This design comes from an exercise in tuning for small area and a short achievable clock period on the open sky130 flow, not from production work. Only simulation tests tie the RTL to the original design; equivalence was not proved. Power is estimated from default activity; no workload was simulated.

==> inputs of build 22 <==
==> flow/design.v (excerpt) <==
module main_memory_responder #(
  parameter int LATENCY = 2,
  parameter int TAG_W   = 8,
  parameter int IDX_W   = 2,
  parameter int DATA_W  = 3
) (
  input  logic                            clock,
  input  logic                            reset,
  input  logic                            req,
  input  logic [2:0]                      req_addr,
  input  logic [TAG_W-1:0]                req_tag,
  output logic [TAG_W+DATA_W-1:0]         resp_line,
  output logic                            resp_valid,
  output logic                            busy,
  input  logic                            wb_valid,
  input  logic [IDX_W+TAG_W+DATA_W-1:0]   wb_line,
  output logic                            wb_ack,
  output logic [7:0]                      rd_count,
  output logic [7:0]                      wb_count
);
==> module main_memory_responder, before the edit <==
module main_memory_responder #(
  parameter int LATENCY = 2,
  parameter int TAG_W   = 8,
  parameter int IDX_W   = 2,
  parameter int DATA_W  = 3
) (
  input  logic                            clock,
  input  logic                            reset,
  input  logic                            req,
  input  logic [2:0]                      req_addr,
  input  logic [TAG_W-1:0]                req_tag,
  output logic [TAG_W+DATA_W-1:0]         resp_line,
  output logic                            resp_valid,
  output logic                            busy,
  input  logic                            wb_valid,
  input  logic [IDX_W+TAG_W+DATA_W-1:0]   wb_line,
  output logic                            wb_ack,
  output logic [7:0]                      rd_count,
  output logic [7:0]                      wb_count
);
  localparam int AW    = TAG_W + IDX_W;
  localparam int DEPTH = 1 << AW;
  localparam int GB    = 4;               
  localparam int NG    = 1 << GB;         
  localparam int LB    = AW - GB;         
  localparam int GS    = 1 << LB;         
  logic [IDX_W-1:0]  wb_idx;
  logic [TAG_W-1:0]  wb_tag;
  logic [DATA_W-1:0] wb_data;
  logic [AW-1:0]     wb_addr;
  assign wb_idx  = wb_line[DATA_W+TAG_W +: IDX_W];
  assign wb_tag  = wb_line[DATA_W +: TAG_W];
  assign wb_data = wb_line[DATA_W-1:0];
  assign wb_addr = {wb_tag, wb_idx};
  logic              wq_valid;
  logic [AW-1:0]     wq_addr;
  logic [DATA_W-1:0] wq_data;
  always_ff @(posedge clock) begin
    wq_valid <= wb_valid;
    wq_addr  <= wb_addr;
    wq_data  <= wb_data;
  end
  logic [DATA_W-1:0] mem_q [DEPTH];
  always_ff @(posedge clock) begin
    if (wq_valid) mem_q[wq_addr] <= wq_data;
  end
  logic busy_q, w1_q, w2_q, resp_q, drain_q;
  logic [AW-1:0]           cap_addr_q;
  logic [TAG_W+DATA_W-1:0] resp_line_q;
  logic                    wb_ack_q;
  logic [7:0]              rd_count_q, wb_count_q;
  always_ff @(posedge clock) begin
    if (!busy_q) cap_addr_q <= {req_tag, req_addr[IDX_W-1:0]};
  end
  logic              hit_wb, hit_wq;
  logic [DATA_W-1:0] part_q [NG];
  logic              f1_q;
  logic [DATA_W-1:0] f1_data_q;
  logic [DATA_W-1:0] rd_data;
  assign hit_wb = wb_valid && (wb_addr == cap_addr_q);
  assign hit_wq = wq_valid && (wq_addr == cap_addr_q);
  always_ff @(posedge clock) begin
    for (int g = 0; g < NG; g++)
      part_q[g] <= mem_q[{4'(g), cap_addr_q[LB-1:0]}];
    f1_q      <= hit_wb || hit_wq;
    f1_data_q <= hit_wb ? wb_data : wq_data;
  end
  always_comb begin
    rd_data = part_q[cap_addr_q[AW-1:LB]];
    if (f1_q)   rd_data = f1_data_q;
    if (hit_wb) rd_data = wb_data;
  end
  always_ff @(posedge clock or posedge reset) begin
    if (reset) begin
      busy_q      <= 1'b0;
      w1_q        <= 1'b0;
      w2_q        <= 1'b0;
      resp_q      <= 1'b0;
      drain_q     <= 1'b0;
      resp_line_q <= '0;
      wb_ack_q    <= 1'b0;
      rd_count_q  <= '0;
      wb_count_q  <= '0;
    end else begin
      busy_q      <= w1_q || w2_q || (req && !drain_q);
      w1_q        <= !busy_q && req;
      w2_q        <= w1_q && req;
      resp_q      <= req && (w2_q || resp_q);
      drain_q     <= (w1_q || w2_q) && !req;
      if (!req)      resp_line_q <= '0;
      else if (w2_q) resp_line_q <= {cap_addr_q[AW-1:IDX_W], rd_data};
      if (req && w2_q) rd_count_q <= rd_count_q + 8'd1;
      wb_ack_q    <= wb_valid;
      if (wb_valid) wb_count_q <= wb_count_q + 8'd1;
    end
  end
  assign resp_line  = resp_line_q;
  assign resp_valid = resp_q;
  assign busy       = busy_q;
  assign wb_ack     = wb_ack_q;
  assign rd_count   = rd_count_q;
  assign wb_count   = wb_count_q;
endmodule
Settings: LEC_CHECK=0, CAP_MARGIN=20, CORE_MARGIN=2, CORE_UTILIZATION=45, SLEW_MARGIN=20; clock period 5.2 ns.
run.sh (not shown) runs the stock make flow with config.mk's settings and CLKGATE_MAP_FILE= SYNTH_SCRIPT=/design/flow/synth_recipe.tcl, a recipe that flattens the netlist after the stock synthesis.
==> trial 48 (differences from build 22) <==
--- a/flow/design.v
+++ b/flow/design.v
@@ -24,34 +24,57 @@
   localparam int NG    = 1 << GB;         
   localparam int LB    = AW - GB;         
-  localparam int GS    = 1 << LB;         
+  localparam int CB    = AW / 2;          
+  localparam int RB    = AW - CB;         
   logic [IDX_W-1:0]  wb_idx;
   logic [TAG_W-1:0]  wb_tag;
   logic [DATA_W-1:0] wb_data;
   logic [AW-1:0]     wb_addr;
+  logic [AW-1:0]     rq_addr;
   assign wb_idx  = wb_line[DATA_W+TAG_W +: IDX_W];
   assign wb_tag  = wb_line[DATA_W +: TAG_W];
   assign wb_data = wb_line[DATA_W-1:0];
   assign wb_addr = {wb_tag, wb_idx};
-  logic              wq_valid;
-  logic [AW-1:0]     wq_addr;
-  logic [DATA_W-1:0] wq_data;
+  assign rq_addr = {req_tag, req_addr[IDX_W-1:0]};
+  logic [(1<<RB)-1:0] wq_row_n;    
+  logic [(1<<CB)-1:0] wq_col_n;    
+  logic [DATA_W-1:0]  wq_data;
   always_ff @(posedge clock) begin
-    wq_valid <= wb_valid;
-    wq_addr  <= wb_addr;
-    wq_data  <= wb_data;
+    for (int r = 0; r < (1 << RB); r++)
+      wq_row_n[r] <= !(wb_valid && (wb_addr[AW-1:CB] == RB'(r)));
+    for (int c = 0; c < (1 << CB); c++)
+      wq_col_n[c] <= (wb_addr[CB-1:0] != CB'(c));
+    wq_data <= wb_data;
   end
-  logic [DATA_W-1:0] mem_q [DEPTH];
+  logic [DATA_W*DEPTH-1:0] mem_q;
   always_ff @(posedge clock) begin
-    if (wq_valid) mem_q[wq_addr] <= wq_data;
+    for (int a = 0; a < DEPTH; a++)
+      if (!(wq_row_n[a >> CB] || wq_col_n[a % (1 << CB)])) mem_q[DATA_W*a +: DATA_W] <= wq_data;
   end
   logic busy_q, w1_q, w2_q, resp_q, drain_q;
   logic [AW-1:0]           cap_addr_q;
+  logic                    cap_hit_q;
+  logic [DATA_W-1:0]       cap_data_q;
   logic [TAG_W+DATA_W-1:0] resp_line_q;
   logic                    wb_ack_q;
   logic [7:0]              rd_count_q, wb_count_q;
   always_ff @(posedge clock) begin
-    if (!busy_q) cap_addr_q <= {req_tag, req_addr[IDX_W-1:0]};
+    if (!busy_q) begin
+      cap_addr_q <= rq_addr;
+      cap_hit_q  <= wb_valid && (wb_addr == rq_addr);
+      cap_data_q <= wb_data;
+    end
   end
-  logic              hit_wb, hit_wq;
+  logic [7:0] sela_q, selb_q;
+  always_ff @(posedge clock) begin
+    if (!busy_q) begin
+      for (int i = 0; i < 8; i++) begin
+        sela_q[i] <= (rq_addr[2:0] == 3'(i));
+        selb_q[i] <= (rq_addr[5:3] == 3'(i));
+      end
+    end
+  end
+  logic              hit_wb;
+  logic [DATA_W-1:0] lvla [DEPTH/8];
+  logic [DATA_W-1:0] lvlb [NG];
   logic [DATA_W-1:0] part_q [NG];
   logic              f1_q;
@@ -59,10 +82,20 @@
   logic [DATA_W-1:0] rd_data;
   assign hit_wb = wb_valid && (wb_addr == cap_addr_q);
-  assign hit_wq = wq_valid && (wq_addr == cap_addr_q);
+  always_comb begin
+    for (int j = 0; j < DEPTH/8; j++) begin
+      lvla[j] = '0;
+      for (int i = 0; i < 8; i++)
+        lvla[j] = lvla[j] | (mem_q[DATA_W*(8*j+i) +: DATA_W] & {DATA_W{sela_q[i]}});
+    end
+    for (int g = 0; g < NG; g++) begin
+      lvlb[g] = '0;
+      for (int i = 0; i < 8; i++)
+        lvlb[g] = lvlb[g] | (lvla[8*g+i] & {DATA_W{selb_q[i]}});
+    end
+  end
   always_ff @(posedge clock) begin
-    for (int g = 0; g < NG; g++)
-      part_q[g] <= mem_q[{4'(g), cap_addr_q[LB-1:0]}];
-    f1_q      <= hit_wb || hit_wq;
-    f1_data_q <= hit_wb ? wb_data : wq_data;
+    for (int g = 0; g < NG; g++) part_q[g] <= lvlb[g];
+    f1_q      <= hit_wb || cap_hit_q;
+    f1_data_q <= hit_wb ? wb_data : cap_data_q;
   end
   always_comb begin
- CORE_UTILIZATION: 45 -> 55
- CTS_CLUSTER_DIAMETER: default -> 60
- CTS_CLUSTER_SIZE: default -> 30
- SETUP_SLACK_MARGIN: default -> 3.0
==> comparison table <==
metric	build 22	trial 48
Outcome	complete, no violations	complete, no violations
Worst EP required	5.79 ns	4.16 ns
Post-cts resize count	0	183
Final core utilization	50.96%	61.04%
Setup repair after global routing missed its margin	false	true
Power in sequential cells	28.5 mW	28.9 mW
Number of cells in the finished layout apart from fillers	10580	10230
Max incr delay on CP	0.89 ns	0.51 ns
Worst Path Max Fanout	21	2
R2r setup slk	1.67 ns	2.83 ns
Final clock skew	0.05635 ns	0.04557 ns
GRT Total Usage	22.85%	31.10%
Count of cells along the worst register-to-register path	5	6

## re-timing with driven ports
The results above use ideal ports. As a check the final layouts listed here were re-extracted and re-timed, cells and wires unchanged. Step 1 sets driving cells, clkbuf_16 on the clock port and buf_2 on the other inputs (assumed; they add their load-dependent delay and slew). Step 2 moves the port delays by t, midway between the first and last clock arrival at a register: inputs arrive t later, outputs are due t later. That takes back most of the time a late clock gives input paths. Three values: ideal ports, drivers, drivers and shift; two values: the first two.
run | shift t [ns] | slack for setup (ns) | hold slack, ns | worst setup path after step 2 | pins driven straight from the clock port
build 22 | 0.998 | 1.670 / 1.670 / 1.573 | 0.422 / 0.422 / 0.422 | input to register | 1
trial 48 | 0.964 | 2.604 / 2.513 / 1.888 | 0.431 / 0.431 / 0.431 | input to register | 1
After both steps every run listed still meets setup and hold. The setup slack of trial 48, which loses most, moves by -0.091 ns with the drivers and by -0.716 ns with both steps.
